What follows belongs to an exercise in optimizing a design on an open flow for small area, a short achievable clock period and few clock cycles; a production flow would make more cautious choices. In this exercise RTL edits were held to simulation tests only and were not proved equivalent to the original.

$ cat flow/run.sh
#!/bin/bash
# synth_recipe.tcl (not shown) runs the flow's synth.tcl, then flattens the netlist and writes it again
# the make line also repeats each setting of config.mk as NAME=value (left out here)
make -C /OpenROAD-flow-scripts/flow DESIGN_CONFIG=/design/flow/config.mk WORK_HOME=/design/flow/orfs CLKGATE_MAP_FILE= SYNTH_SCRIPT=/design/flow/synth_recipe.tcl finish
$ cat flow/config.mk
export PLATFORM = sky130hd
export DESIGN_NAME = rsa_modexp
export DESIGN_NICKNAME = rsa_modexp
export VERILOG_FILES = /design/flow/design.v
export SDC_FILE = /design/flow/constraint.sdc
export NUM_CORES = 4
export LEC_CHECK = 0
export ABC_CLOCK_PERIOD_IN_PS = 2500
export CAP_MARGIN = 20
export CORE_MARGIN = 2
export CORE_UTILIZATION = 45
export SETUP_SLACK_MARGIN = 5
export SLEW_MARGIN = 20
$ cat flow/constraint.sdc
create_clock -name core_clock -period 10.5 [get_ports {clk}]
set_input_delay 2.1000 -clock core_clock [delete_from_list [all_inputs] [get_ports {clk}]]
set_output_delay 2.1000 -clock core_clock [all_outputs]
set_load 0.01 [all_outputs]
$ cat flow/design.v
package rsa_pkg;
  localparam int ONE = 1;
endpackage
import rsa_pkg::*;
module rsa_modexp
#(
  parameter  int W   = 32,
  localparam int OPW = 2 * W
) (
  input  logic           clk,
  input  logic           rst_n,
  input  logic           start,
  input  logic [OPW-1:0] n,
  input  logic [OPW-1:0] exp,
  input  logic [OPW-1:0] msg,
  output logic [OPW-1:0] result,
  output logic           busy,
  output logic           done,
  output logic           err
);
  localparam int K    = 4;                       
  localparam int ITER = (66 + K - 1) / K + 1;    
  localparam int RD   = K * ITER;                
  localparam int RB   = K * (ITER - 1);          
  localparam int NG   = (K + 1) / 2;             
  localparam int AW   = OPW + 1;                 
  localparam int SW   = OPW + K + 3;             
  localparam int TW   = SW + K + 2;              
  localparam int XW   = OPW + 3;                 
  localparam int NW   = OPW + 2;                 
  localparam int S_IDLE  = 0;
  localparam int S_CHK1  = 1;
  localparam int S_CHK2  = 2;
  localparam int S_CONV  = 3;
  localparam int S_CONVF = 4;
  localparam int S_MM    = 5;
  localparam int S_MMEND = 6;
  localparam int S_FIX   = 7;
  localparam int S_FBS   = 8;
  localparam int S_FBA   = 9;
  localparam int S_FBB   = 10;
  localparam int S_FBC   = 11;
  localparam int S_FBD   = 12;
  localparam int NS      = 13;
  localparam logic [1:0] OP_SQR = 2'd0;
  localparam logic [1:0] OP_MUL = 2'd1;
  localparam logic [1:0] OP_FIN = 2'd2;
  logic [NS-1:0]  r_st;
  logic           r_busy;
  logic           r_done;
  logic           r_err;
  logic [AW-1:0]  r_a;         
  logic           k_x2, k_xsx, k_xn, k_yc, k_ya, k_sub, k_sgn, k_addn, k_add;
  logic [OPW-1:0] r_n;
  logic [NW-1:0]  r_n3;        
  logic [K-1:0]   r_mq;        
  logic [OPW-1:0] r_e;
  logic [SW-1:0]  r_s;
  logic [SW-1:0]  r_c;
  logic [2*K-1:0] r_l;         
  logic [AW-1:0]  r_m;         
  logic [K-1:0]   r_d;         
  logic [6:0]     r_cnt;
  logic [6:0]     r_bc;        
  logic [1:0]     r_op;
  logic           r_mulpend;
  logic           r_lead;
  logic [2:0]     r_sub;
  logic           r_ge;
  logic [NS-1:0]  w_st;
  logic           w_busy;
  logic           w_done;
  logic           w_err;
  logic [AW-1:0]  w_a;
  logic [OPW-1:0] w_n;
  logic [OPW-1:0] w_e;
  logic [SW-1:0]  w_s;
  logic [SW-1:0]  w_c;
  logic [AW-1:0]  w_m;
  logic [K-1:0]   w_d;
  logic [6:0]     w_cnt;
  logic [6:0]     w_bc;
  logic [1:0]     w_op;
  logic           w_mulpend;
  logic           w_lead;
  logic [2:0]     w_sub;
  logic           w_x2, w_xsx, w_xn, w_yc, w_ya, w_sub_, w_sgn, w_addn, w_add;
  logic           clr;         
  logic           s_cpa;       
  wire odd = r_n[0];
  wire sgn = r_s[OPW+1];
  wire cin = |r_l;
  logic [XW-1:0] cpa_x;
  logic [XW-1:0] cpa_y;
  logic          cpa_ci;
  logic [XW+1:0] cpa_ext;
  logic [XW:0]   cpa_sum;
  logic          y_sub;        
  logic          y_add;        
  always_comb begin
    if (k_x2)
      cpa_x = {r_s[OPW+1:0], 1'b0};
    else if (k_xn)
      cpa_x = {2'b00, r_n, 1'b0};
    else
      cpa_x = {k_xsx & r_s[OPW+1], r_s[OPW+1:0]};
    y_sub  = k_sub || (k_sgn && !sgn);
    y_add  = ((k_sgn || k_addn) && sgn) || k_add;
    cpa_y  = ({XW{y_sub}} & ~{3'b000, r_n})
           | ({XW{y_add}} & {3'b000, r_n})
           | ({XW{k_yc}} & r_c[XW-1:0])
           | ({XW{k_ya}} & {2'b00, r_a});
    cpa_ci = y_sub || (k_yc && cin);
  end
  assign cpa_ext = {1'b0, cpa_x, 1'b1} + {1'b0, cpa_y, cpa_ci};
  assign cpa_sum = cpa_ext[XW+1:1];
  function automatic logic [2*TW-1:0] fa(input logic [TW-1:0] a, input logic [TW-1:0] b,
                                         input logic [TW-1:0] c);
    fa = {(a & b) | (a & c) | (b & c), a ^ b ^ c};    
  endfunction
  logic [K-1:0]  mm_q;
  logic [SW-1:0] mm_s;
  logic [SW-1:0] mm_c;
  logic [2*K-1:0] mm_l;
  always_comb begin
    logic [K-1:0]  t;
    logic [TW-1:0] y [K];
    logic [TW-1:0] qr [NG];
    logic [TW-1:0] r0, r1, r2, r3, r4, r5, u0, u1;
    logic [2*TW-1:0] f;
    logic [1:0]    g;
    t    = r_s[K-1:0] + r_c[K-1:0] + K'(cin);
    mm_q = K'(t * r_mq);
    for (int j = 0; j < K; j++)
      y[j] = r_d[j] ? (TW'(r_a) << (K + j)) : '0;
    y[0][0] = cin;
    for (int h = 0; h < NG; h++) begin
      g = (2 * h + 1 < K) ? mm_q[2*h +: 2] : {1'b0, mm_q[2*h]};
      case (g)
        2'd0:    qr[h] = '0;
        2'd1:    qr[h] = TW'(r_n) << (2 * h);
        2'd2:    qr[h] = TW'(r_n) << (2 * h + 1);
        default: qr[h] = TW'(r_n3) << (2 * h);
      endcase
    end
    r0 = TW'(r_s);
    r1 = TW'(r_c);
    if (K == 3) begin
      f = fa(r0, r1, y[0]);            r0 = f[TW-1:0]; r1 = f[2*TW-1:TW] << 1;
      f = fa(r0, y[1], y[2]);          r0 = f[TW-1:0]; r2 = f[2*TW-1:TW] << 1;
      f = fa(r0, r1, r2);              u0 = f[TW-1:0]; u1 = f[2*TW-1:TW] << 1;
    end else if (K == 4) begin
      f = fa(r0, r1, y[0]);            r0 = f[TW-1:0]; r1 = f[2*TW-1:TW] << 1;
      f = fa(y[1], y[2], y[3]);        r2 = f[TW-1:0]; r3 = f[2*TW-1:TW] << 1;
      f = fa(r0, r1, r2);              r0 = f[TW-1:0]; r1 = f[2*TW-1:TW] << 1;
      f = fa(r0, r1, r3);              u0 = f[TW-1:0]; u1 = f[2*TW-1:TW] << 1;
    end else begin  
      f = fa(r0, r1, y[0]);            r0 = f[TW-1:0]; r1 = f[2*TW-1:TW] << 1;
      f = fa(y[1], y[2], y[3]);        r2 = f[TW-1:0]; r3 = f[2*TW-1:TW] << 1;
      f = fa(r0, r1, r2);              r0 = f[TW-1:0]; r1 = f[2*TW-1:TW] << 1;
      f = fa(r3, y[4], r0);            r2 = f[TW-1:0]; r3 = f[2*TW-1:TW] << 1;
      f = fa(r1, r2, r3);              u0 = f[TW-1:0]; u1 = f[2*TW-1:TW] << 1;
    end
    if (NG == 2) begin
      f = fa(u0, u1, qr[0]);           r0 = f[TW-1:0]; r1 = f[2*TW-1:TW] << 1;
      f = fa(r0, r1, qr[1]);           u0 = f[TW-1:0]; u1 = f[2*TW-1:TW] << 1;
    end else begin  
      f = fa(u0, u1, qr[0]);           r0 = f[TW-1:0]; r1 = f[2*TW-1:TW] << 1;
      f = fa(r0, r1, qr[1]);           r0 = f[TW-1:0]; r1 = f[2*TW-1:TW] << 1;
      f = fa(r0, r1, qr[2]);           u0 = f[TW-1:0]; u1 = f[2*TW-1:TW] << 1;
    end
    mm_s = u0[K +: SW];
    mm_c = u1[K +: SW];
    mm_l = {u1[K-1:0], u0[K-1:0]};
  end
  function automatic logic [K-1:0] neg_inv(input logic [K-1:0] nn);
    logic [K-1:0] x;
    x = nn;                               
    for (int i = 0; i < 3; i++)
      x = K'(x * (K'(2) - K'(nn * x)));
    neg_inv = K'(-x);
  endfunction
  logic [RD-1:0] ya;
  logic [RD-1:0] ym;
  assign ya = RD'(r_a);
  assign ym = RD'(r_m);
  function automatic logic [K-1:0] chunk(input logic [RD-1:0] v, input logic [6:0] idx);
    chunk = v[idx*K +: K];
  endfunction
  logic [6:0]   nidx;
  logic [K-1:0] mm_next_d;
  logic [K-1:0] fb_next_d;
  assign nidx = r_cnt + 7'd1;
  always_comb begin
    case (r_op)
      OP_SQR:  mm_next_d = (nidx < 7'(ITER)) ? chunk(ya, nidx) : '0;
      OP_MUL:  mm_next_d = (nidx < 7'(ITER)) ? chunk(ym, nidx) : '0;
      default: mm_next_d = '0;
    endcase
  end
  assign fb_next_d = (r_op == OP_SQR) ? chunk(ya, r_cnt - 7'd1) : chunk(ym, r_cnt - 7'd1);
  wire e_zero  = (r_e == '0);
  wire n_small = (r_n[OPW-1:1] == '0);
  wire a_eq_n  = (r_a == {1'b0, r_n});
  always_comb begin
    logic [AW-1:0] newa;
    logic          pick;
    w_st      = '0;
    w_busy    = r_busy;
    w_done    = 1'b0;
    w_err     = r_err;
    w_a       = r_a;
    w_n       = r_n;
    w_e       = r_e;
    w_s       = r_s;
    w_m       = r_m;
    w_d       = r_d;
    w_cnt     = r_cnt;
    w_bc      = r_bc;
    w_op      = r_op;
    w_mulpend = r_mulpend;
    w_lead    = r_lead;
    w_sub     = r_sub;
    newa      = cpa_sum[AW-1:0];
    pick      = 1'b0;
    clr       = 1'b0;
    s_cpa     = 1'b0;
    if (r_st[S_IDLE]) begin
      w_n = n;
      w_e = exp;
      w_s = SW'(msg);
      if (start) begin
        w_st[S_CHK1] = 1'b1;
        w_busy       = 1'b1;
      end else begin
        w_st[S_IDLE] = 1'b1;
      end
    end
    if (r_st[S_CHK1]) w_st[S_CHK2] = 1'b1;
    if (r_st[S_CHK2]) begin
      if (n_small || r_ge) begin
        w_a          = '0;
        w_err        = 1'b1;
        w_st[S_IDLE] = 1'b1;
        w_busy       = 1'b0;
        w_done       = 1'b1;
      end else if (e_zero) begin
        w_a          = AW'(1);
        w_err        = 1'b0;
        w_st[S_IDLE] = 1'b1;
        w_busy       = 1'b0;
        w_done       = 1'b1;
      end else begin
        w_err        = 1'b0;
        w_cnt        = 7'(RB - 1);
        w_bc         = 7'd64;
        w_lead       = 1'b0;
        w_st[S_CONV] = 1'b1;
      end
    end
    if (r_st[S_CONV]) begin
      if (odd) s_cpa = 1'b1;
      if (!r_lead) begin
        w_e  = {r_e[OPW-2:0], 1'b0};
        w_bc = r_bc - 7'd1;
        if (r_e[OPW-1]) w_lead = 1'b1;
      end
      w_cnt = r_cnt - 7'd1;
      if (r_cnt == '0) w_st[S_CONVF] = 1'b1;
      else             w_st[S_CONV]  = 1'b1;
    end
    if (r_st[S_CONVF]) begin
      w_m  = newa;
      w_a  = newa;
      pick = 1'b1;
    end
    if (r_st[S_MM]) begin
      w_d   = mm_next_d;
      w_cnt = r_cnt + 7'd1;
      if (r_cnt == 7'(ITER - 1)) w_st[S_MMEND] = 1'b1;
      else                       w_st[S_MM]    = 1'b1;
    end
    if (r_st[S_MMEND]) begin
      w_a = newa;
      if (r_op == OP_FIN) begin
        w_st[S_FIX] = 1'b1;
      end else if (r_op == OP_SQR && r_mulpend) begin
        w_op       = OP_MUL;
        w_mulpend  = 1'b0;
        w_d        = r_m[K-1:0];
        w_cnt      = '0;
        clr        = 1'b1;
        w_st[S_MM] = 1'b1;
      end else begin
        pick = 1'b1;
      end
    end
    if (r_st[S_FIX]) begin
      if (a_eq_n) w_a = '0;
      w_st[S_IDLE] = 1'b1;
      w_busy       = 1'b0;
      w_done       = 1'b1;
    end
    if (r_st[S_FBS]) begin
      w_s         = '0;
      w_d         = (r_op == OP_SQR) ? chunk(ya, 7'(ITER - 1)) : chunk(ym, 7'(ITER - 1));
      w_cnt       = 7'(ITER - 1);
      w_sub       = 3'(K - 1);
      w_st[S_FBA] = 1'b1;
    end
    if (r_st[S_FBA]) begin
      s_cpa       = 1'b1;
      w_st[S_FBB] = 1'b1;
    end
    if (r_st[S_FBB]) begin
      s_cpa       = 1'b1;
      w_st[S_FBC] = 1'b1;
    end
    if (r_st[S_FBC]) begin
      s_cpa       = 1'b1;
      w_st[S_FBD] = 1'b1;
    end
    if (r_st[S_FBD]) begin
      s_cpa = 1'b1;
      if (r_sub == '0) begin
        if (r_cnt == '0) begin
          w_a = newa;
          if (r_op == OP_SQR && r_mulpend) begin
            w_op        = OP_MUL;
            w_mulpend   = 1'b0;
            w_st[S_FBS] = 1'b1;
          end else begin
            pick = 1'b1;
          end
        end else begin
          w_d         = fb_next_d;
          w_cnt       = r_cnt - 7'd1;
          w_sub       = 3'(K - 1);
          w_st[S_FBA] = 1'b1;
        end
      end else begin
        w_sub       = r_sub - 3'd1;
        w_st[S_FBA] = 1'b1;
      end
    end
    if (pick) begin
      if (r_bc == '0) begin
        if (odd) begin
          w_op       = OP_FIN;
          w_d        = K'(1);
          w_cnt      = '0;
          clr        = 1'b1;
          w_st[S_MM] = 1'b1;
        end else begin
          w_st[S_IDLE] = 1'b1;
          w_busy       = 1'b0;
          w_done       = 1'b1;
        end
      end else begin
        w_e       = {r_e[OPW-2:0], 1'b0};
        w_bc      = r_bc - 7'd1;
        w_mulpend = r_e[OPW-1];
        w_op      = OP_SQR;
        if (odd) begin
          w_d        = newa[K-1:0];
          w_cnt      = '0;
          clr        = 1'b1;
          w_st[S_MM] = 1'b1;
        end else begin
          w_st[S_FBS] = 1'b1;
        end
      end
    end
    if (r_st == '0) begin
      w_st[S_IDLE] = 1'b1;
      w_busy       = 1'b0;
    end
    if (s_cpa) w_s = SW'(cpa_sum[OPW+1:0]);
    if (clr)   w_s = '0;
    if (r_st[S_MM]) w_s = mm_s;
    w_x2   = w_st[S_CONV] | w_st[S_FBA];
    w_xsx  = w_st[S_CONVF] | w_st[S_FBC] | w_st[S_FBD];
    w_xn   = w_st[S_CHK2];
    w_yc   = w_st[S_MMEND];
    w_ya   = w_st[S_FBA] & w_d[w_sub];
    w_sub_ = w_st[S_CHK1] | w_st[S_FBB];
    w_sgn  = w_st[S_CONV] | w_st[S_FBC];
    w_addn = w_st[S_FBD];
    w_add  = (w_st[S_CONVF] & odd) | w_st[S_CHK2];
  end
  assign w_c = r_st[S_MM] ? mm_c : '0;
  always_ff @(posedge clk or negedge rst_n) begin
    if (!rst_n) begin
      r_st    <= NS'(1);
      r_busy  <= 1'b0;
      r_done  <= 1'b0;
      r_err   <= 1'b0;
      r_a     <= '0;
      k_x2    <= 1'b0;
      k_xsx   <= 1'b0;
      k_xn    <= 1'b0;
      k_yc    <= 1'b0;
      k_ya    <= 1'b0;
      k_sub   <= 1'b0;
      k_sgn   <= 1'b0;
      k_addn  <= 1'b0;
      k_add   <= 1'b0;
    end else begin
      r_st    <= w_st;
      r_busy  <= w_busy;
      r_done  <= w_done;
      r_err   <= w_err;
      r_a     <= w_a;
      k_x2    <= w_x2;
      k_xsx   <= w_xsx;
      k_xn    <= w_xn;
      k_yc    <= w_yc;
      k_ya    <= w_ya;
      k_sub   <= w_sub_;
      k_sgn   <= w_sgn;
      k_addn  <= w_addn;
      k_add   <= w_add;
    end
  end
  always_ff @(posedge clk) begin
    r_n       <= w_n;
    r_e       <= w_e;
    r_s       <= w_s;
    r_c       <= w_c;
    r_l       <= r_st[S_MM] ? mm_l : '0;
    r_m       <= w_m;
    r_d       <= w_d;
    r_cnt     <= w_cnt;
    r_bc      <= w_bc;
    r_op      <= w_op;
    r_mulpend <= w_mulpend;
    r_lead    <= w_lead;
    r_sub     <= w_sub;
    r_ge      <= cpa_sum[XW];
    if (r_st[S_CHK2]) begin
      r_n3 <= cpa_sum[NW-1:0];
      r_mq <= neg_inv(r_n[K-1:0]);
    end
  end
  assign busy   = r_busy;
  assign done   = r_done;
  assign result = r_a[OPW-1:0];
  assign err    = r_err;
endmodule
==> results of run 1 <==
-- what timing repair did --
action	in CTS	in global routing
gates cloned	5	4
setup buffers	15	3
pin swaps	10	35
endpoints found under the setup margin	124	125
gates resized for setup	28	38
endpoints found under the hold margin	0	0
-- cell usage in the layout, fill, tap and decap left out, types with 46 or more instances in the layout --
| master | instances |
|---|---|
| clkdlybuf4s50_1 | 260 |
| buf_4 | 48 |
| a221o_1 | 69 |
| nor2_1 | 175 |
| nand2_1 | 469 |
| a21o_1 | 64 |
| fa_1 | 391 |
| nor4_1 | 48 |
| a21oi_1 | 179 |
| edfxtp_1 | 268 |
| dfxtp_1 | 161 |
| inv_1 | 476 |
| mux2i_1 | 141 |
| o21ai_0 | 224 |
| xor2_1 | 46 |
| and2_1 | 349 |
| dfrtp_1 | 79 |
| a22o_1 | 119 |
| xnor2_1 | 85 |
| a22oi_1 | 91 |
| mux2_2 | 61 |
| clkbuf_16 | 73 |
| mux4_2 | 78 |
| ha_1 | 112 |
-- logic make-up after synthesis --
kind of cell,Yosys count,synth area share
AND/OR/NAND/NOR,1302,0.147
buffers and inverters,906,0.0825
AO/OA/AOI/OAI,894,0.138
flip-flops,521,0.306
adder cells (fa/ha/maj),509,0.210
multiplexers,284,0.0881
XOR/XNOR,136,0.0269
other,2,0.000170
-- through the flow --
stage	cell area (µm²)	util	setup slack, ns	instances
after floorplan	44300	-	5.07	4556
after global placement	47100	0.481	4.24	5723
after detailed placement	47100	0.481	4.12	5723
after CTS	49800	0.508	4.97	5867
after global routing	50100	0.511	4.88	5875
final	50100	0.511	5.09	5876
-- how the worst max path moves through the flow --
stage / slack, ns / endpoint / start / cells after the start
floorplan: 5.07 / r_s[50] / r_l[7] / 20
global placement: 4.24 / r_s[28] / r_l[7] / 20
detailed placement: 4.12 / r_s[23] / r_l[7] / 20
CTS: 4.97 / r_s[23] / r_l[7] / 20
global route: 4.88 / r_s[28] / r_l[2] / 20
finish: 5.09 / r_s[57] / r_l[2] / 20
-- layer usage --
metal	share of wire	global-route usage	routed length, µm	vias to the layer above
li1	-	-	-	15482
met1	0.42	0.415	65400	17838
met2	0.47	0.496	73000	1546
met3	0.071	0.0439	11000	229
met4	0.032	0.0961	4890	2
met5	0.000058	0	9	-
-- registers in the layout (all words and copies together), names as in the netlist, 2 cells and up --
signal	count
r_c	70
r_s	69
r_n3	66
r_a	65
r_m	65
r_e	64
r_n	64
r_st	13
r_bc	7
r_cnt	7
r_l	6
r_d	4
r_mq	4
r_sub	3
r_op	2
-- critical path: stages, from the launching register on --
cell and delay [ns]:
dfxtp_1 0.30, or4_4 0.55, nor3_4 0.19, fa_2 0.22
inv_2 0.05, fa_1 0.46, and2_4 0.17, ha_4 0.26
ha_4 0.19, ha_4 0.16, xnor2_2 0.14, xnor2_2 0.15
xnor2_2 0.26, xor2_4 0.21, buf_12 0.19, buf_12 0.17
mux2_2 0.34, a22o_1 0.20, fa_1 0.48, a222oi_1 0.35
inv_1 0.08
-- final cells by class --
cell class | count | area share
clock inverters | 29 | 0.00695
multi-input cells | 3131 | 0.547
clock buffers | 95 | 0.0386
inverters | 478 | 0.0358
flip-flops and latches | 521 | 0.271
diodes | 1 | 0.0000500
repair buffers | 334 | 0.0682
well taps | 1287 | 0.0322
==> impl_metrics.yaml, run 1 <==
logic_synthesis:
  synth.area.top_cells: "edfxtp_1 18%, fa_1 18%, dfxtp_1 7.5%"
  synth_edf_count: 268
  ys_seq_area_frac: 0.306
  post-synth-top-area-cell: "edfxtp_1"
  ys_ff_latch: 521
  syn_area_um2: 44300
  yosys-top-cells-count: "477 x inv_1, 472 x nand2_1, 392 x fa_1"
  synthCells: 4554
  yosysTopAreaCellShare: 0.182
  synthArstFlopShare: 0.167
  dominantRegCellSynth: "edfxtp_1"
  ys_warn_count: 3
  avgSynthCellArea_um2: 9.72
  post-synth-top-count-cell: "inv_1"
  ys_types: 83
global_routing:
  grt_pass1_wl_um: 231000
  grt.total_usage: 0.303
  grt_pass1_vias: 35018
  grt-ovfl-total: 0
  grt_start_max_net_pins: 120
  antenna_found_initial: 4
floorplanning:
  die_y_um: 318
  core_area_um2: 98000
  io_pins: 262
  rows: 115
  die-area_um2: 101000
  start_util: 0.452
  dieWidth_um: 318
min_path:
  min_to: "r_st[12]"
  hp-start: "r_st[11]"
  worst_hold_path_type: "reg -> reg"
  hold_depth: 0
routing:
  num_vias: 35097
  drt_first_pass_iters: 6
  dr.first_iter.drc_count: 3465
  wire_per_inst_um: 26.3
  final_antenna_net_count: 0
  drc: 0
  vias_per_cell: 5.97
  wl_um: 154000
critical_path:
  r2r_slack_ns: 5.09
  startpoint_type: "flip-flop"
  cp.arrival_ns: 5.81
  r2r-end: "r_s[57]"
  cp-end-kind: "flip-flop"
  r2r_start: "r_l[2]"
  rr_worst_depth: 20
  critPathKind: "reg -> reg"
  required_ns: 10.90
  critPathMaxFanout: 14
final_layout:
  nFillCells: 9056
  areaGrowthSynthToFinish_pct: 13.1
  drive_gt1_frac: 0.0872
  multi_input_area_um2: 27400
  fin_nets: 5238
  regArea_um2: 13600
timing:
  slew_headroom: 0.278
  rsz0062_at_grt: "yes"
  finalClockSkew_ns: 0.0189
  fmax_ghz: 0.185
  final_hold_viol_count: 0
  hold_ws_ns: 0.392
  fin_setup_tns_ns: 0
  finalSetupViolCount: 0
  tightest_slew_ns: 1.08
  fin_crit_sh: 0.516
  maxSlewViolCount: 0
  post-route-min-period_ns: 5.41
place:
  gp_congestion: 1.01
  dp_hpwl_um: 110000
  io_buffers: 261
outcome:
  status: "finished clean"
clock_tree:
  cts_tree: "done"
  cts_buffers: 68
  clock-sinks: 521
  cts_hold_buffers: 0
  clkLatencyLatePin_ns: 0.65
  htreeDepth: 3
  clkTransAtPathRegs_ns: 0.06
  cts-root-buf: "clkbuf_16"
  cts_buffer_depth: 3
flow_run:
  cap_violations: 0
Testbench counts, summed over its fixed seeds: cycles 96,602.
==> run 2: changes to the inputs <==
--- a/flow/design.v
+++ b/flow/design.v
@@ -18,7 +18,7 @@
   output logic           done,
   output logic           err
 );
-  localparam int K    = 4;                       
+  localparam int K    = 3;                       
   localparam int ITER = (66 + K - 1) / K + 1;    
   localparam int RD   = K * ITER;                
   localparam int RB   = K * (ITER - 1);          
==> run 2 against run 1 <==
Compared with the run above:
- first-iteration DRC count fell by 7.8%
- cell area fell by 11%
- utilization rose by 0.21 points
- via count fell by 9.2%
- clock-buffer cell count fell by 3
- synthesized cell count fell by 11%
- cell count fell by 11%
- non-clock buffer count fell by 19
- largest cell class unchanged
==> impl_metrics.yaml, run 2 <==
final_layout:
  nFillCells: 8034
  n_antenna_cell: 0
  fin_nets: 4653
  regMostFlops: "r_c"
  drive_gt1_frac: 0.0718
  fin_util: 0.513
  multi_input_area_um2: 23500
  regArea_um2: 13400
  areaGrowthSynthToFinish_pct: 12.6
  layout_common_cells: "586 x nand2_1, 325 x fa_1, 297 x inv_1"
  final_common_cell: "nand2_1"
  largest_reg_flops: 69
  reg_top3: "r_c x69, r_s x68, r_n3 x66"
logic_synthesis:
  ys_warn_count: 3
  dominantRegCellSynth: "edfxtp_1"
  post-synth-top-area-cell: "edfxtp_1"
  avgSynthCellArea_um2: 9.78
  synth_edf_count: 266
  syn_area_um2: 39700
  yosys-top-cells-count: "587 x nand2_1, 325 x fa_1, 297 x inv_1"
  yosysTopAreaCellShare: 0.201
  post-synth-top-count-cell: "nand2_1"
  synthCells: 4060
  synthArstFlopShare: 0.169
  synth.area.top_cells: "edfxtp_1 20%, fa_1 16%, dfxtp_1 8.2%"
  ys_seq_area_frac: 0.338
  ys_ff_latch: 515
  ys_types: 99
critical_path:
  required_ns: 10.90
  critPathMaxFanout: 63
  critPathKind: "reg -> reg"
  r2r_start: "r_st[2]"
  crit_chain: "buf_8 -> mux2i_1 -> o21ai_0 -> ha_1 -> nand4_1 -> o21bai_1 -> a211oi_2 -> nor3_2 -> a221oi_4 -> o211ai_2 -> a41oi_2 -> o41a_1 -> xnor2_1 -> a22o_1"
  cpPeakStageDelay_ns: 0.76
  cp-end-kind: "flip-flop"
  crit_buf_inv: 1
  rr_worst_depth: 14
  slowest_stage: "dfrtp_4"
  startpoint_type: "flip-flop"
  r2r-end: "r_s[65]"
  path_delay_family: "compound AO/OA/AOI/OAI gates"
  cp.arrival_ns: 5.61
  r2r_slack_ns: 5.29
place:
  gp_congestion: 0.996
  io_buffers: 261
  dp_hpwl_um: 101000
min_path:
  worst_hold_path_type: "reg -> reg"
  min_to: "r_st[10]"
  hold_depth: 0
  hp-start: "r_st[9]"
clock_tree:
  cts_buffers: 66
  clock-sinks: 515
  clkTransAtPathRegs_ns: 0.06
  cts_buffer_depth: 3
  clkLatencyLatePin_ns: 0.65
  htreeDepth: 3
  cts_tree: "done"
  cts-root-buf: "clkbuf_16"
  cts_hold_buffers: 0
floorplanning:
  die-area_um2: 90600
  die_y_um: 301
  core_area_um2: 87200
  io_pins: 262
  dieWidth_um: 301
  start_util: 0.456
  rows: 108
flow_run:
  cap_violations: 0
global_routing:
  grt.total_usage: 0.305
  antenna_found_initial: 2
  grt_pass1_wl_um: 208000
  grt_start_max_net_pins: 128
  grt_pass1_vias: 31498
  grt-ovfl-total: 0
routing:
  final_antenna_net_count: 0
  drt_first_pass_iters: 7
  wl_um: 139000
  num_vias: 31883
  drc: 0
  vias_per_cell: 6.08
  wire_per_inst_um: 26.5
  dr.first_iter.drc_count: 3196
timing:
  fin_crit_sh: 0.496
  rsz0062_at_grt: "no"
  slew_headroom: 0.276
  fmax_ghz: 0.192
  finalClockSkew_ns: 0.0382
  finalSetupViolCount: 0
  maxSlewViolCount: 0
  post-route-min-period_ns: 5.21
  tightest_slew_ns: 1.09
  fin_setup_tns_ns: 0
  final_hold_viol_count: 0
outcome:
  status: "finished clean"
## run 2: cell count changes in the layout (fill, tap and decap cells not counted), sizes merged, moves of 19 or more
cell,before,now
nand2,472,588
fa,392,325
mux2,65,3
a21o,65,31
inv,481,301
nand2b,34,11
a22oi,92,37
nor2,186,205
and2,350,207
a21oi,181,201
ha,117,94
## run 2: worst max path at each step
stage / from / end / cells past startpoint
2_1_floorplan: r_st[2] / r_s[57] / 18
3_3_place_gp: r_st[2] / r_s[65] / 14
3_5_place_dp: r_st[2] / r_s[65] / 14
4_1_cts: r_st[2] / r_s[65] / 14
5_1_grt: r_s[65] / r_n3[63] / 18
6_report: r_st[2] / r_s[65] / 14
## run 2: layout make-up
| type | count | area share |
|---|---|---|
| well taps | 1155 | 0.0323 |
| multi-input cells | 2843 | 0.525 |
| clock buffers | 92 | 0.0414 |
| flip-flops and latches | 515 | 0.300 |
| clock inverters | 30 | 0.00713 |
| inverters | 298 | 0.0250 |
| repair buffers | 315 | 0.0691 |
## run 2: per-layer routing
metal,part of all wire,vias up,wire (µm),track usage
li1,-,13979,-,-
met4,0.034,2,4760,0.0912
met2,0.47,1476,64700,0.489
met1,0.42,16174,58700,0.428
met5,0.000094,-,13,0
met3,0.077,252,10700,0.0465
## run 2: cells by family after synthesis
kind of cell	after synthesis	share of synthesized area
and+or+nand+nor	1225	0.144
AOI/OAI and AO/OA	864	0.150
buffers and inverters	704	0.0745
DFF	515	0.338
adders and majority gates	419	0.193
muxes	208	0.0730
xor gates and xnor gates	125	0.0278
## run 2: through the flow
step                      worst slack (ns)  std cells  cell area [µm²]  hold WS, ns
final                                 5.29       5248            44700        0.413
after CTS                             5.07       5245            44600        0.411
after floorplan                       5.19       4060            39700        0.360
after global routing                  4.99       5248            44700        0.424
after global placement                4.88       5120            42400        0.372
after detailed placement              4.82       5121            42400        0.390
## run 2: timing repair
action,CTS,global route
endpoints found under the hold margin,0,0
endpoints found under the setup margin,13,34
gates cloned,1,1
gates resized for setup,1,7
pin swaps,1,0
setup buffers,1,1
## run 2: worst register-to-register path: cells and delay by family, from the launching register on
kind	cells	cell delay [ns]
AND/OR/NAND/NOR	2	0.63
AO/OA/AOI/OAI	8	2.13
XOR/XNOR	1	0.16
buffers and inverters	1	0.54
multiplexers	1	0.35
flip-flops	1	0.76
adder cells (fa/ha/maj)	1	0.42
Testbench counts of run 2, summed over its fixed seeds: cycles 120,664.
==> run 3: changes to the inputs <==
--- a/flow/design.v
+++ b/flow/design.v
@@ -18,7 +18,7 @@
   output logic           done,
   output logic           err
 );
-  localparam int K    = 3;                       
+  localparam int K    = 4;                       
   localparam int ITER = (66 + K - 1) / K + 1;    
   localparam int RD   = K * ITER;                
   localparam int RB   = K * (ITER - 1);          
==> flow/flow/run.sh (new file) <==
#!/bin/bash
# Standard ORFS layout (the standard.sh: its synthesis, SDC and clock
# period unchanged) with a larger setup repair margin, so that repair_timing
# aims for a shorter achieved period. make's full output goes to flow_make.log;
# ORFS keeps each step's log under orfs/logs.
set -euo pipefail
bash standard.sh SETUP_SLACK_MARGIN=6.5 finish > flow_make.log 2>&1
==> flow/standard.sh (new file) <==
#!/bin/bash
# synth_recipe.tcl (not shown) runs the flow's synth.tcl, then flattens the netlist and writes it again
# the make line also repeats each setting of config.mk as NAME=value (left out here)
make -C /OpenROAD-flow-scripts/flow DESIGN_CONFIG=/design/flow/config.mk WORK_HOME=/design/flow/orfs CLKGATE_MAP_FILE= SYNTH_SCRIPT=/design/flow/synth_recipe.tcl "${@:-finish}"
--- a/flow/config.mk
+++ b/flow/config.mk
@@ -5,9 +5,7 @@
 export SDC_FILE = /design/flow/constraint.sdc
 export NUM_CORES = 4
 export LEC_CHECK = 0
-export ABC_CLOCK_PERIOD_IN_PS = 2500
 export CAP_MARGIN = 20
 export CORE_MARGIN = 2
 export CORE_UTILIZATION = 45
-export SETUP_SLACK_MARGIN = 5
 export SLEW_MARGIN = 20
removed: flow/run.sh
==> run 3 against run 2 <==
Compared with the run above:
- non-clock buffer count increased by 256
- die area increased by 11%
- fmax decreased by 5.2%
- synthesized cell count increased by 12%
- critical endpoint is now r_s[18]
- highest routed layer unchanged
==> impl_metrics.yaml, run 3 <==
logic_synthesis:
  ys_types: 83
  synth.area.top_cells: "edfxtp_1 18%, fa_1 18%, dfxtp_1 7.5%"
  post-synth-top-area-cell: "edfxtp_1"
  yosysTopAreaCellShare: 0.182
  ys_ff_latch: 521
  ys_warn_count: 3
  ys_seq_area_frac: 0.306
  post-synth-top-count-cell: "inv_1"
  synthArstFlopShare: 0.167
  synth_edf_count: 268
  syn_area_um2: 44300
  synthCells: 4554
  yosys-top-cells-count: "477 x inv_1, 472 x nand2_1, 392 x fa_1"
  dominantRegCellSynth: "edfxtp_1"
  avgSynthCellArea_um2: 9.72
final_layout:
  drive_gt1_frac: 0.216
  reg_top3: "r_c x70, r_s x69, r_n3 x66"
  areaGrowthSynthToFinish_pct: 25.5
  regMostFlops: "r_c"
  layout_common_cells: "470 x inv_1, 453 x nand2_1, 343 x fa_1"
  fin_util: 0.567
  fin_nets: 5477
  final_common_cell: "inv_1"
  nFillCells: 8368
  largest_reg_flops: 70
critical_path:
  rr_worst_depth: 22
  required_ns: 10.90
  r2r-end: "r_s[18]"
  cp-startpoint: "r_l[7]"
  cp-end-kind: "flip-flop"
  startpoint_type: "flip-flop"
  critPathMaxFanout: 8
  cp-endpoint: "r_s[18]"
  crit_buf_inv: 6
  r2r_slack_ns: 5.01
  slowest_stage: "or4_4"
  cpPeakStageDelay_ns: 0.55
  critPathKind: "reg -> reg"
  crit_chain: "or4_4 -> nor3_4 -> fa_2 -> inv_2 -> fa_1 -> and2_1 -> ha_1 -> ha_4 -> ha_4 -> xnor2_4 -> xnor2_2 -> xnor2_2 -> xor2_4 -> buf_12 -> buf_16 -> nor2_4 -> buf_12 -> clkbuf_16 -> a22o_1 -> fa_2 -> a222oi_1 -> inv_1"
  r2r_start: "r_l[7]"
  path_delay_family: "adder cells"
  path_depth: 22
  cp.arrival_ns: 5.90
global_routing:
  grt_pass1_wl_um: 241000
  antenna_found_initial: 9
  grt_start_max_net_pins: 86
  grt-ovfl-total: 0
  grt_pass1_vias: 36938
  grt.total_usage: 0.315
floorplanning:
  rows: 115
  die-area_um2: 101000
  die_y_um: 318
  start_util: 0.452
  dieWidth_um: 318
  core_area_um2: 98000
  io_pins: 262
place:
  io_buffers: 261
  gp_congestion: 0.968
  dp_hpwl_um: 110000
routing:
  dr.first_iter.drc_count: 4012
  final_antenna_net_count: 0
  drt_first_pass_iters: 9
  wire_per_inst_um: 27.3
  num_vias: 37074
  drc: 0
  vias_per_cell: 6.06
  wl_um: 167000
timing:
  fin_setup_tns_ns: 0
  post-route-min-period_ns: 5.49
  slew_headroom: 0.309
  finalClockSkew_ns: 0.0277
  rsz0062_at_grt: "yes"
  fin_crit_sh: 0.523
  final_hold_viol_count: 0
  finalSetupViolCount: 0
  maxSlewViolCount: 0
  tightest_slew_ns: 1.03
  fmax_ghz: 0.182
clock_tree:
  cts_buffer_depth: 3
  clkLatencyLatePin_ns: 0.66
  cts_tree: "done"
  clock-sinks: 521
  clkTransAtPathRegs_ns: 0.06
  cts-root-buf: "clkbuf_16"
  cts_buffers: 68
  htreeDepth: 3
min_path:
  worst_hold_path_type: "reg -> reg"
flow_run:
  cap_violations: 0
outcome:
  status: "finished clean"
-- run 3: cell count changes after synthesis, moves of 20 or more --
cell and change:
ha_1 +23, mux2_2 +62, and2_1 +145, nand2_1 -115
a21o_1 +33, buf_2 -29, a22oi_1 +55, nand2b_1 +24
fa_1 +67, clkbuf_1 +67, nor2_1 -20, inv_1 +180
-- run 3: worst min path at each step --
stage	end	slack, ns	start	cells past startpoint
floorplan	r_st[10]	0.37	r_st[9]	0
global placement	r_st[10]	0.38	r_st[9]	0
detailed placement	r_st[10]	0.39	r_st[9]	0
CTS	r_st[10]	0.40	r_st[9]	0
global route	r_st[10]	0.42	r_st[9]	0
finish	r_st[10]	0.41	r_st[9]	0
-- run 3: timing repair --
action | CTS | global route
pin swaps | 105 | 156
hold buffers | 0 | 0
setup endpoints to repair | 486 | 401
setup buffers | 139 | 103
cloned | 14 | 11
resized for setup | 404 | 340
-- run 3: cell type report --
cell class                 instances  area [µm²]  share of cell area
multi-input combinational       3133       30000               0.540
sequential                       521       13700               0.246
timing repair buffer             571        6160               0.111
clock buffer                      83        1820              0.0327
inverter                         478        1800              0.0324
tap                             1287        1610              0.0290
clock inverter                    42         485             0.00874
antenna                            3        7.51            0.000135
-- run 3: metrics by stage --
stage	hold WS, ns	instance area, µm²	std cells	setup slack (ns)
final	0.407	55600	6118	5.01
after global routing	0.419	55600	6117	4.83
after CTS	0.405	53000	6000	5.08
after detailed placement	0.387	47400	5722	4.38
after global placement	0.381	47400	5722	4.51
after floorplan	0.368	44700	4556	5.25
-- run 3: worst reg2reg max path: stages, from the launching register on --
cell	delay, ns
dfxtp_1	0.30
or4_4	0.55
nor3_4	0.14
fa_2	0.22
inv_2	0.04
fa_1	0.44
and2_1	0.17
ha_1	0.33
ha_4	0.23
ha_4	0.17
xnor2_4	0.13
xnor2_2	0.15
xnor2_2	0.24
xor2_4	0.19
buf_12	0.18
buf_16	0.17
nor2_4	0.06
buf_12	0.17
clkbuf_16	0.21
a22o_1	0.27
fa_2	0.45
a222oi_1	0.35
inv_1	0.08
-- run 3: cells by family (layout without fill, tap and decap cells) --
| group | count (synthesis) | after routing | share of synthesized area |
|---|---|---|---|
| flip-flops | 521 | 521 | 0.306 |
| multiplexers | 284 | 284 | 0.0881 |
| buffers and inverters | 906 | 1174 | 0.0825 |
| AND/OR/NAND/NOR | 1302 | 1306 | 0.147 |
| other | 2 | 7 | 0.000170 |
| AO/OA/AOI/OAI | 894 | 894 | 0.138 |
| XOR/XNOR | 136 | 136 | 0.0269 |
| adder cells (fa/ha/maj) | 509 | 509 | 0.210 |
-- run 3: layer usage --
| metal | up-vias | track usage | share of wire |
|---|---|---|---|
| met2 | 1961 | 0.513 | 0.46 |
| met1 | 18770 | 0.429 | 0.40 |
| met4 | 6 | 0.103 | 0.048 |
| met5 | - | 0 | 0.00019 |
| met3 | 401 | 0.0533 | 0.088 |
| li1 | 15936 | - | - |
Testbench counts of run 3, summed over its fixed seeds: cycles 96,602.
==> run 4: changes to the inputs <==
--- a/flow/design.v
+++ b/flow/design.v
@@ -50,14 +50,15 @@
   logic           r_done;
   logic           r_err;
   logic [AW-1:0]  r_a;         
-  logic           k_x2, k_xsx, k_xn, k_yc, k_ya, k_sub, k_sgn, k_addn, k_add;
+  logic           k_x2, k_xsx, k_xn, k_yc, k_ya, k_ysub, k_yadd;
   logic [OPW-1:0] r_n;
   logic [NW-1:0]  r_n3;        
   logic [K-1:0]   r_mq;        
+  logic [7:0]     r_qp;        
   logic [OPW-1:0] r_e;
   logic [SW-1:0]  r_s;
   logic [SW-1:0]  r_c;
-  logic [2*K-1:0] r_l;         
+  logic           r_cin;       
   logic [AW-1:0]  r_m;         
   logic [K-1:0]   r_d;         
   logic [6:0]     r_cnt;
@@ -84,19 +85,16 @@
   logic           w_mulpend;
   logic           w_lead;
   logic [2:0]     w_sub;
-  logic           w_x2, w_xsx, w_xn, w_yc, w_ya, w_sub_, w_sgn, w_addn, w_add;
+  logic           w_x2, w_xsx, w_xn, w_yc, w_ya, w_ysub, w_yadd;
   logic           clr;         
   logic           s_cpa;       
   wire odd = r_n[0];
-  wire sgn = r_s[OPW+1];
-  wire cin = |r_l;
+  wire cin = r_cin;
   logic [XW-1:0] cpa_x;
   logic [XW-1:0] cpa_y;
   logic          cpa_ci;
   logic [XW+1:0] cpa_ext;
   logic [XW:0]   cpa_sum;
-  logic          y_sub;        
-  logic          y_add;        
   always_comb begin
     if (k_x2)
       cpa_x = {r_s[OPW+1:0], 1'b0};
@@ -104,13 +102,11 @@
       cpa_x = {2'b00, r_n, 1'b0};
     else
       cpa_x = {k_xsx & r_s[OPW+1], r_s[OPW+1:0]};
-    y_sub  = k_sub || (k_sgn && !sgn);
-    y_add  = ((k_sgn || k_addn) && sgn) || k_add;
-    cpa_y  = ({XW{y_sub}} & ~{3'b000, r_n})
-           | ({XW{y_add}} & {3'b000, r_n})
+    cpa_y  = ({XW{k_ysub}} & ~{3'b000, r_n})
+           | ({XW{k_yadd}} & {3'b000, r_n})
            | ({XW{k_yc}} & r_c[XW-1:0])
            | ({XW{k_ya}} & {2'b00, r_a});
-    cpa_ci = y_sub || (k_yc && cin);
+    cpa_ci = k_ysub || (k_yc && cin);
   end
   assign cpa_ext = {1'b0, cpa_x, 1'b1} + {1'b0, cpa_y, cpa_ci};
   assign cpa_sum = cpa_ext[XW+1:1];
@@ -121,16 +117,35 @@
   logic [K-1:0]  mm_q;
   logic [SW-1:0] mm_s;
   logic [SW-1:0] mm_c;
-  logic [2*K-1:0] mm_l;
+  logic          mm_cin;
   always_comb begin
-    logic [K-1:0]  t;
+    logic [K-1:0]  t, tp, tg;
+    logic [K:0]    tc;
     logic [TW-1:0] y [K];
     logic [TW-1:0] qr [NG];
     logic [TW-1:0] r0, r1, r2, r3, r4, r5, u0, u1;
     logic [2*TW-1:0] f;
     logic [1:0]    g;
-    t    = r_s[K-1:0] + r_c[K-1:0] + K'(cin);
-    mm_q = K'(t * r_mq);
+    tp = r_s[K-1:0] ^ r_c[K-1:0];
+    tg = r_s[K-1:0] & r_c[K-1:0];
+    tc[0] = cin;
+    for (int i = 1; i <= K; i++) begin
+      logic acc, pp;
+      acc = 1'b0;
+      pp  = 1'b1;
+      for (int j = i - 1; j >= 0; j--) begin
+        acc = acc | (pp & tg[j]);
+        pp  = pp & tp[j];
+      end
+      tc[i] = acc | (pp & cin);
+    end
+    t = tp ^ tc[K-1:0];
+    if (K == 4) begin
+      mm_q[1:0] = {t[1] ^ (r_mq[1] & t[0]), t[0]};
+      mm_q[3:2] = r_qp[2*t[1:0] +: 2] + (r_mq[1] ? 2'(-t[3:2]) : t[3:2]);
+    end else begin
+      mm_q = K'(t * r_mq);
+    end
     for (int j = 0; j < K; j++)
       y[j] = r_d[j] ? (TW'(r_a) << (K + j)) : '0;
     y[0][0] = cin;
@@ -171,7 +186,7 @@
     end
     mm_s = u0[K +: SW];
     mm_c = u1[K +: SW];
-    mm_l = {u1[K-1:0], u0[K-1:0]};
+    mm_cin = |{u1[K-1:0], u0[K-1:0]};
   end
   function automatic logic [K-1:0] neg_inv(input logic [K-1:0] nn);
     logic [K-1:0] x;
@@ -383,10 +398,9 @@
     w_xn   = w_st[S_CHK2];
     w_yc   = w_st[S_MMEND];
     w_ya   = w_st[S_FBA] & w_d[w_sub];
-    w_sub_ = w_st[S_CHK1] | w_st[S_FBB];
-    w_sgn  = w_st[S_CONV] | w_st[S_FBC];
-    w_addn = w_st[S_FBD];
-    w_add  = (w_st[S_CONVF] & odd) | w_st[S_CHK2];
+    w_ysub = w_st[S_CHK1] | w_st[S_FBB] | ((w_st[S_CONV] | w_st[S_FBC]) & !w_s[OPW+1]);
+    w_yadd = ((w_st[S_CONV] | w_st[S_FBC] | w_st[S_FBD]) & w_s[OPW+1])
+           | (w_st[S_CONVF] & odd) | w_st[S_CHK2];
   end
   assign w_c = r_st[S_MM] ? mm_c : '0;
   always_ff @(posedge clk or negedge rst_n) begin
@@ -396,30 +410,12 @@
       r_done  <= 1'b0;
       r_err   <= 1'b0;
       r_a     <= '0;
-      k_x2    <= 1'b0;
-      k_xsx   <= 1'b0;
-      k_xn    <= 1'b0;
-      k_yc    <= 1'b0;
-      k_ya    <= 1'b0;
-      k_sub   <= 1'b0;
-      k_sgn   <= 1'b0;
-      k_addn  <= 1'b0;
-      k_add   <= 1'b0;
     end else begin
       r_st    <= w_st;
       r_busy  <= w_busy;
       r_done  <= w_done;
       r_err   <= w_err;
       r_a     <= w_a;
-      k_x2    <= w_x2;
-      k_xsx   <= w_xsx;
-      k_xn    <= w_xn;
-      k_yc    <= w_yc;
-      k_ya    <= w_ya;
-      k_sub   <= w_sub_;
-      k_sgn   <= w_sgn;
-      k_addn  <= w_addn;
-      k_add   <= w_add;
     end
   end
   always_ff @(posedge clk) begin
@@ -427,7 +423,14 @@
     r_e       <= w_e;
     r_s       <= w_s;
     r_c       <= w_c;
-    r_l       <= r_st[S_MM] ? mm_l : '0;
+    r_cin     <= r_st[S_MM] & mm_cin;
+    k_x2      <= w_x2;
+    k_xsx     <= w_xsx;
+    k_xn      <= w_xn;
+    k_yc      <= w_yc;
+    k_ya      <= w_ya;
+    k_ysub    <= w_ysub;
+    k_yadd    <= w_yadd;
     r_m       <= w_m;
     r_d       <= w_d;
     r_cnt     <= w_cnt;
@@ -440,6 +443,8 @@
     if (r_st[S_CHK2]) begin
       r_n3 <= cpa_sum[NW-1:0];
       r_mq <= neg_inv(r_n[K-1:0]);
+      for (int i = 0; i < 4; i++)
+        r_qp[2*i +: 2] <= 2'((i * 32'(neg_inv(r_n[K-1:0]))) >> 2);
     end
   end
   assign busy   = r_busy;
==> flow/run.sh (new file) <==
#!/bin/bash
# synth_recipe.tcl (not shown) runs the flow's synth.tcl, then flattens the netlist and writes it again
# the make line also repeats each setting of config.mk as NAME=value (left out here)
make -C /OpenROAD-flow-scripts/flow DESIGN_CONFIG=/design/flow/config.mk WORK_HOME=/design/flow/orfs CLKGATE_MAP_FILE= SYNTH_SCRIPT=/design/flow/synth_recipe.tcl finish
--- a/flow/config.mk
+++ b/flow/config.mk
@@ -5,7 +5,9 @@
 export SDC_FILE = /design/flow/constraint.sdc
 export NUM_CORES = 4
 export LEC_CHECK = 0
+export ABC_CLOCK_PERIOD_IN_PS = 2500
 export CAP_MARGIN = 20
 export CORE_MARGIN = 2
 export CORE_UTILIZATION = 45
+export SETUP_SLACK_MARGIN = 5
 export SLEW_MARGIN = 20
removed: flow/flow/run.sh
removed: flow/standard.sh
==> run 4 against run 3 <==
Compared with the run above:
- critical path depth down 7
- worst setup slack better by 0.23 ns
- clock-buffer cell count up 4
- die area down 1.0%
- critical path type unchanged
- non-clock buffer count down 257
- via count down 6.2%
- hold slack worse by 0.0070 ns
- largest cell class unchanged
- first-iteration DRC count down 10%
- utilization down 5.8 points
- sequential share of layout area up 2.8 points
- cell count down 5.7%
==> impl_metrics.yaml, run 4 <==
floorplanning:
  io_pins: 262
  start_util: 0.454
  core_area_um2: 96600
  die-area_um2: 99800
  die_y_um: 316
  rows: 114
  dieWidth_um: 316
logic_synthesis:
  yosys-top-cells-count: "488 x inv_1, 417 x nand2_1, 391 x fa_1"
  synth_edf_count: 268
  syn_area_um2: 43800
  ys_seq_area_frac: 0.307
  synthCells: 4501
  synthArstFlopShare: 0.156
  yosysTopAreaCellShare: 0.184
  synth.area.top_cells: "edfxtp_1 18%, fa_1 18%, dfxtp_1 7.7%"
  ys_ff_latch: 518
  dominantRegCellSynth: "edfxtp_1"
  ys_types: 80
  ys_warn_count: 3
  avgSynthCellArea_um2: 9.73
  post-synth-top-area-cell: "edfxtp_1"
  post-synth-top-count-cell: "inv_1"
clock_tree:
  clkTransAtPathRegs_ns: 0.06
  cts_buffer_depth: 3
  cts_hold_buffers: 0
  cts_tree: "done"
  cts_buffers: 69
  clock-sinks: 518
  clkLatencyLatePin_ns: 0.68
  cts-root-buf: "clkbuf_16"
  htreeDepth: 3
critical_path:
  critPathKind: "reg -> reg"
  required_ns: 10.86
  startpoint_type: "flip-flop"
  cp-end-kind: "flip-flop"
  cp.arrival_ns: 5.63
  critPathMaxFanout: 45
timing:
  finalClockSkew_ns: 0.0397
  rsz0062_at_grt: "yes"
  slew_headroom: 0.271
  tightest_slew_ns: 1.08
  fin_crit_sh: 0.502
  maxSlewViolCount: 0
  post-route-min-period_ns: 5.27
  fmax_ghz: 0.190
  final_hold_viol_count: 0
  fin_setup_tns_ns: 0
  finalSetupViolCount: 0
final_layout:
  layout_common_cells: "488 x inv_1, 416 x nand2_1, 390 x fa_1"
  largest_reg_flops: 70
  regMostFlops: "r_c"
  fin_nets: 5139
  drive_gt1_frac: 0.0685
  final_common_cell: "inv_1"
  areaGrowthSynthToFinish_pct: 12.4
  reg_top3: "r_c x70, r_s x69, r_n3 x66"
global_routing:
  grt_pass1_vias: 35055
  grt.total_usage: 0.310
  grt_start_max_net_pins: 119
  grt_pass1_wl_um: 231000
  grt-ovfl-total: 0
  antenna_found_initial: 3
routing:
  dr.first_iter.drc_count: 3596
  wire_per_inst_um: 26.7
  wl_um: 154000
  num_vias: 34774
  drc: 0
  final_antenna_net_count: 0
  vias_per_cell: 6.02
  drt_first_pass_iters: 5
min_path:
  worst_hold_path_type: "reg -> reg"
place:
  dp_hpwl_um: 113000
  gp_congestion: 0.963
  io_buffers: 261
flow_run:
  cap_violations: 0
outcome:
  status: "finished clean"
-- run 4: metal layers --
layer | global-route usage | vias up | part of all wire
met5 | 0 | - | 0
met3 | 0.0544 | 326 | 0.084
met1 | 0.429 | 17539 | 0.42
met4 | 0.111 | 0 | 0.039
li1 | - | 15229 | -
met2 | 0.490 | 1680 | 0.46
-- run 4: cell type report --
type                            count  area, µm²
Fill cell                        8930      47400
Sequential cell                   518      13500
Tap cell                         1276       1600
Inverter                          490       1840
Clock buffer                       87       1890
Multi-Input combinational cell   3046      26700
Clock inverter                     40        642
Timing Repair Buffer              314       3060
Antenna cell                        1       2.50
-- run 4: path summary, 6_finish.rpt --
path	endpoint	cells past startpoint	start	slack (ns)
setup / recovery	r_s[31]	15	r_s[0]	5.23
hold / removal	r_st[10]	0	r_st[9]	0.40
setup reg to reg	r_s[31]	15	r_s[0]	5.23
hold reg to reg	r_st[10]	0	r_st[9]	0.40
max in group asynchronous	r_st[5]	2	rst_n	8.20
min in group asynchronous	r_done	1	rst_n	1.26
-- run 4: kinds of logic (layout without fill, tap and decap cells) --
| kind of cell | Yosys count | in the layout | synth area share |
|---|---|---|---|
| AND/OR/NAND/NOR | 1193 | 1193 | 0.135 |
| buffers and inverters | 940 | 931 | 0.0868 |
| AO/OA/AOI/OAI | 919 | 919 | 0.144 |
| flip-flops | 518 | 518 | 0.307 |
| adder cells (fa/ha/maj) | 505 | 505 | 0.211 |
| multiplexers | 287 | 287 | 0.0880 |
| XOR/XNOR | 137 | 137 | 0.0276 |
| other | 2 | 6 | 0.000171 |
-- run 4: repair_timing --
action                                  in CTS  in global routing
setup buffers                                4                  0
endpoints found under the setup margin      45                 57
pin swaps                                    1                  0
gates cloned                                 0                  0
gates resized for setup                      1                  5
-- run 4: metrics by stage --
| step | instance area, µm² | hold WS [ns] | util | worst slack [ns] | cells |
|---|---|---|---|---|---|
| 2_1_floorplan | 43800 | 0.370 | - | 5.66 | 4504 |
| 3_3_place_gp | 46600 | 0.384 | 0.482 | 4.66 | 5639 |
| 3_5_place_dp | 46600 | 0.388 | 0.482 | 4.50 | 5639 |
| 4_1_cts | 49100 | 0.402 | 0.509 | 5.04 | 5770 |
| 5_1_grt | 49200 | 0.415 | 0.510 | 4.92 | 5771 |
| 6_report | 49200 | 0.400 | 0.510 | 5.23 | 5772 |
-- run 4: critical path, cell delays in order, from the launching register on --
cell      delay [ns]
edfxtp_1        0.46
fa_2            0.41
xnor2_2         0.38
o21ai_0         0.23
ha_4            0.20
xnor2_1         0.17
xnor2_1         0.18
xnor2_2         0.14
buf_4           0.44
inv_2           0.11
nor2_4          0.53
buf_6           0.51
a22o_1          0.26
fa_1            0.40
a222oi_1        0.32
o21ai_0         0.13
Testbench counts of run 4, summed over its fixed seeds: cycles 96,602.
==> run 5: changes to the inputs <==
--- a/flow/design.v
+++ b/flow/design.v
@@ -22,12 +22,10 @@
   localparam int ITER = (66 + K - 1) / K + 1;    
   localparam int RD   = K * ITER;                
   localparam int RB   = K * (ITER - 1);          
-  localparam int NG   = (K + 1) / 2;             
   localparam int AW   = OPW + 1;                 
   localparam int SW   = OPW + K + 3;             
   localparam int TW   = SW + K + 2;              
   localparam int XW   = OPW + 3;                 
-  localparam int NW   = OPW + 2;                 
   localparam int S_IDLE  = 0;
   localparam int S_CHK1  = 1;
   localparam int S_CHK2  = 2;
@@ -50,9 +48,8 @@
   logic           r_done;
   logic           r_err;
   logic [AW-1:0]  r_a;         
-  logic           k_x2, k_xsx, k_xn, k_yc, k_ya, k_ysub, k_yadd;
+  logic           k_x2, k_xsx, k_yc, k_ya, k_ysub, k_yadd;
   logic [OPW-1:0] r_n;
-  logic [NW-1:0]  r_n3;        
   logic [K-1:0]   r_mq;        
   logic [7:0]     r_qp;        
   logic [OPW-1:0] r_e;
@@ -85,7 +82,7 @@
   logic           w_mulpend;
   logic           w_lead;
   logic [2:0]     w_sub;
-  logic           w_x2, w_xsx, w_xn, w_yc, w_ya, w_ysub, w_yadd;
+  logic           w_x2, w_xsx, w_yc, w_ya, w_ysub, w_yadd;
   logic           clr;         
   logic           s_cpa;       
   wire odd = r_n[0];
@@ -93,13 +90,10 @@
   logic [XW-1:0] cpa_x;
   logic [XW-1:0] cpa_y;
   logic          cpa_ci;
-  logic [XW+1:0] cpa_ext;
   logic [XW:0]   cpa_sum;
   always_comb begin
     if (k_x2)
       cpa_x = {r_s[OPW+1:0], 1'b0};
-    else if (k_xn)
-      cpa_x = {2'b00, r_n, 1'b0};
     else
       cpa_x = {k_xsx & r_s[OPW+1], r_s[OPW+1:0]};
     cpa_y  = ({XW{k_ysub}} & ~{3'b000, r_n})
@@ -108,8 +102,15 @@
            | ({XW{k_ya}} & {2'b00, r_a});
     cpa_ci = k_ysub || (k_yc && cin);
   end
-  assign cpa_ext = {1'b0, cpa_x, 1'b1} + {1'b0, cpa_y, cpa_ci};
-  assign cpa_sum = cpa_ext[XW+1:1];
+  localparam int LH = 34;
+  localparam int HH = XW - LH;
+  logic [LH+1:0] cpa_lo;
+  logic [HH:0]   cpa_hi0;
+  logic [HH+1:0] cpa_hi1;
+  assign cpa_lo  = {1'b0, cpa_x[LH-1:0], 1'b1} + {1'b0, cpa_y[LH-1:0], cpa_ci};
+  assign cpa_hi0 = {1'b0, cpa_x[XW-1:LH]} + {1'b0, cpa_y[XW-1:LH]};
+  assign cpa_hi1 = {1'b0, cpa_x[XW-1:LH], 1'b1} + {1'b0, cpa_y[XW-1:LH], 1'b1};
+  assign cpa_sum = {cpa_lo[LH+1] ? cpa_hi1[HH+1:1] : cpa_hi0, cpa_lo[LH:1]};
   function automatic logic [2*TW-1:0] fa(input logic [TW-1:0] a, input logic [TW-1:0] b,
                                          input logic [TW-1:0] c);
     fa = {(a & b) | (a & c) | (b & c), a ^ b ^ c};    
@@ -122,7 +123,7 @@
     logic [K-1:0]  t, tp, tg;
     logic [K:0]    tc;
     logic [TW-1:0] y [K];
-    logic [TW-1:0] qr [NG];
+    logic [TW-1:0] qr [K];
     logic [TW-1:0] r0, r1, r2, r3, r4, r5, u0, u1;
     logic [2*TW-1:0] f;
     logic [1:0]    g;
@@ -149,15 +150,8 @@
     for (int j = 0; j < K; j++)
       y[j] = r_d[j] ? (TW'(r_a) << (K + j)) : '0;
     y[0][0] = cin;
-    for (int h = 0; h < NG; h++) begin
-      g = (2 * h + 1 < K) ? mm_q[2*h +: 2] : {1'b0, mm_q[2*h]};
-      case (g)
-        2'd0:    qr[h] = '0;
-        2'd1:    qr[h] = TW'(r_n) << (2 * h);
-        2'd2:    qr[h] = TW'(r_n) << (2 * h + 1);
-        default: qr[h] = TW'(r_n3) << (2 * h);
-      endcase
-    end
+    for (int h = 0; h < K; h++)
+      qr[h] = mm_q[h] ? (TW'(r_n) << h) : '0;
     r0 = TW'(r_s);
     r1 = TW'(r_c);
     if (K == 3) begin
@@ -176,13 +170,8 @@
       f = fa(r3, y[4], r0);            r2 = f[TW-1:0]; r3 = f[2*TW-1:TW] << 1;
       f = fa(r1, r2, r3);              u0 = f[TW-1:0]; u1 = f[2*TW-1:TW] << 1;
     end
-    if (NG == 2) begin
-      f = fa(u0, u1, qr[0]);           r0 = f[TW-1:0]; r1 = f[2*TW-1:TW] << 1;
-      f = fa(r0, r1, qr[1]);           u0 = f[TW-1:0]; u1 = f[2*TW-1:TW] << 1;
-    end else begin  
-      f = fa(u0, u1, qr[0]);           r0 = f[TW-1:0]; r1 = f[2*TW-1:TW] << 1;
-      f = fa(r0, r1, qr[1]);           r0 = f[TW-1:0]; r1 = f[2*TW-1:TW] << 1;
-      f = fa(r0, r1, qr[2]);           u0 = f[TW-1:0]; u1 = f[2*TW-1:TW] << 1;
+    for (int h = 0; h < K; h++) begin
+      f = fa(u0, u1, qr[h]);           u0 = f[TW-1:0]; u1 = f[2*TW-1:TW] << 1;
     end
     mm_s = u0[K +: SW];
     mm_c = u1[K +: SW];
@@ -395,12 +384,11 @@
     if (r_st[S_MM]) w_s = mm_s;
     w_x2   = w_st[S_CONV] | w_st[S_FBA];
     w_xsx  = w_st[S_CONVF] | w_st[S_FBC] | w_st[S_FBD];
-    w_xn   = w_st[S_CHK2];
     w_yc   = w_st[S_MMEND];
     w_ya   = w_st[S_FBA] & w_d[w_sub];
     w_ysub = w_st[S_CHK1] | w_st[S_FBB] | ((w_st[S_CONV] | w_st[S_FBC]) & !w_s[OPW+1]);
     w_yadd = ((w_st[S_CONV] | w_st[S_FBC] | w_st[S_FBD]) & w_s[OPW+1])
-           | (w_st[S_CONVF] & odd) | w_st[S_CHK2];
+           | (w_st[S_CONVF] & odd);
   end
   assign w_c = r_st[S_MM] ? mm_c : '0;
   always_ff @(posedge clk or negedge rst_n) begin
@@ -426,7 +414,6 @@
     r_cin     <= r_st[S_MM] & mm_cin;
     k_x2      <= w_x2;
     k_xsx     <= w_xsx;
-    k_xn      <= w_xn;
     k_yc      <= w_yc;
     k_ya      <= w_ya;
     k_ysub    <= w_ysub;
@@ -441,7 +428,6 @@
     r_sub     <= w_sub;
     r_ge      <= cpa_sum[XW];
     if (r_st[S_CHK2]) begin
-      r_n3 <= cpa_sum[NW-1:0];
       r_mq <= neg_inv(r_n[K-1:0]);
       for (int i = 0; i < 4; i++)
         r_qp[2*i +: 2] <= 2'((i * 32'(neg_inv(r_n[K-1:0]))) >> 2);
==> run 5 against run 4 <==
Compared with the run above:
- highest routed layer is now met5
- cell area fell by 1.8%
- area after synthesis fell by 1.4%
- sequential cell count fell by 65
- hold slack improved by 0.018 ns
- sequential share of layout area fell by 3.5 points
- cell count fell by 3.2%
- global-route usage fell by 3.2 points
==> impl_metrics.yaml, run 5 <==
place:
  dp_hpwl_um: 103000
  gp_congestion: 0.965
  placement.cell_area_um2: 46100
  dp_slack_ns: 4.85
  io_buffers: 261
logic_synthesis:
  ys_warn_count: 3
  synth_edf_count: 203
  avgSynthCellArea_um2: 10.1
  yosysTopAreaCellShare: 0.240
  yosys-top-cells-count: "518 x fa_1, 506 x inv_1, 477 x and2_1"
  synthArstFlopShare: 0.179
  ys_types: 98
  dominantRegCellSynth: "edfxtp_1"
  ys_ff_latch: 453
  ys_seq_area_frac: 0.266
  post-synth-top-area-cell: "fa_1"
  synthCells: 4289
  post-synth-top-count-cell: "fa_1"
flow_run:
  cap_violations: 0
timing:
  fmax_ghz: 0.186
  hold_ws_ns: 0.418
  rsz0062_at_grt: "no"
  slew_headroom: 0.217
  post-route-min-period_ns: 5.39
  finalClockSkew_ns: 0.0538
  worst_slack_ns: 5.11
  tightest_slew_ns: 1.17
final_layout:
  reg_top3: "r_c x71, r_s x71"
  final_area_um2: 48300
  final_cells: 5589
  final_common_cell: "fa_1"
  fin_nets: 5118
  drive_gt1_frac: 0.0842
routing:
  wl_um: 136000
  wire_per_inst_um: 24.2
  num_vias: 31913
  dr.first_iter.drc_count: 2803
  vias_per_cell: 5.71
global_routing:
  grt.total_usage: 0.278
  grt-ovfl-total: 0
  grt_pass1_vias: 32806
  grt_pass1_wl_um: 208000
critical_path:
  cp-startpoint: "k_yadd"
  r2r_start: "k_yadd"
  cp-end-kind: "flip-flop"
  rr_worst_depth: 14
  r2r-end: "r_s[61]"
  startpoint_type: "flip-flop"
  critPathKind: "reg -> reg"
floorplanning:
  dieWidth_um: 314
  die-area_um2: 98500
  core_area_um2: 95000
  io_pins: 262
  start_util: 0.455
clock_tree:
  cts-root-buf: "clkbuf_16"
  cts_hold_buffers: 0
  clkTransAtPathRegs_ns: 0.06
  clock-sinks: 453
  clkLatencyLatePin_ns: 0.70
  htreeDepth: 2
  cts_buffers: 58
outcome:
  status: "finished clean"
min_path:
  hp-start: "r_st[1]"
## run 5: critical path, stage by stage (launching register included)
cell,delay (ns)
dfxtp_2,0.81
buf_4,0.48
mux2i_1,0.16
nand2_1,0.13
ha_1,0.29
a21oi_1,0.28
o21ai_0,0.15
a21oi_1,0.65
o21ai_2,0.24
a21o_1,0.32
o311ai_2,0.51
nand3_1,0.28
mux2_2,0.33
a21oi_1,0.12
a221o_1,0.32
## run 5: timing repair
item	in CTS	in global routing
gates resized for setup	1	0
buffers inserted	0	1
endpoints found under the setup margin	22	7
## run 5: stage by stage
stage / util
floorplan: -
global placement: 0.485
detailed placement: 0.486
finish: 0.508
CTS: 0.508
global route: 0.508
## run 5: cells by family (layout without fill, tap and decap cells)
kind of cell,Yosys count,in the layout,synth area share
other,2,4,0.000174
and+or+nand+nor,1207,1207,0.146
DFF,453,453,0.266
buffers and inverters,896,929,0.0854
adders and majority gates,650,650,0.278
xor gates and xnor gates,130,130,0.0268
muxes,289,289,0.0918
AOI/OAI and AO/OA,662,662,0.105
## run 5: layout make-up
cell class,instances,area [µm²]
sequential,453,11500
inverter,507,1900
timing repair buffer,312,3060
multi-input combinational,2941,28100
antenna,1,2.50
clock buffer,76,1730
fill,8761,46700
clock inverter,34,380
tap,1265,1580
## run 5: worst min-delay path by stage
stage | end | slack [ns] | cells past startpoint
floorplan | r_st[2] | 0.36 | 0
global placement | r_st[10] | 0.39 | 0
detailed placement | r_st[2] | 0.40 | 0
CTS | r_st[2] | 0.41 | 0
global route | r_st[2] | 0.41 | 0
finish | r_st[2] | 0.42 | 0
## run 5: layer usage
metal,up-vias,track usage,wire [µm]
met1,16252,0.385,58000
li1,14214,-,-
met2,1186,0.451,63400
met4,4,0.0903,4840
met5,-,0,20
met3,257,0.0415,9250
Testbench counts of run 5, summed over its fixed seeds: cycles 96,602.

-- what the ideal ports hide --
Ports are ideal in the flow. The routed layouts listed here were re-timed in OpenROAD.
Step 1, drivers: a clkbuf_16 drives clk and a buf_2 each remaining input, both assumed.
Step 2, shift: input delay + t, output delay - t, t = (earliest + latest rising clock arrival at the registers) / 2. This alone moves slack from input paths to output paths.
Three values: ideal, step 1, step 2; two values: the first two.
| run | t, ns | setup WS [ns] | hold slack, ns | clock arrival spread, ns | worst register clock-pin slew, ns |
|---|---|---|---|---|---|
| run 1 | 0.714 | 5.085 / 5.085 / 5.085 | 0.392 / 0.392 / 0.392 | 0.019 / 0.019 | 0.07 / 0.07 |
| run 2 | 0.702 | 5.294 / 5.294 / 5.294 | 0.413 / 0.413 / 0.413 | 0.039 / 0.039 | 0.06 / 0.06 |
| run 3 | 0.719 | 5.006 / 5.006 / 5.006 | 0.407 / 0.407 / 0.407 | 0.028 / 0.028 | 0.06 / 0.06 |
| run 4 | 0.729 | 5.234 / 5.234 / 5.234 | 0.400 / 0.400 / 0.400 | 0.039 / 0.040 | 0.07 / 0.07 |
| run 5 | 0.741 | 5.111 / 5.111 / 5.111 | 0.418 / 0.418 / 0.418 | 0.055 / 0.054 | 0.07 / 0.07 |
After both steps setup and hold are still met in every run listed.
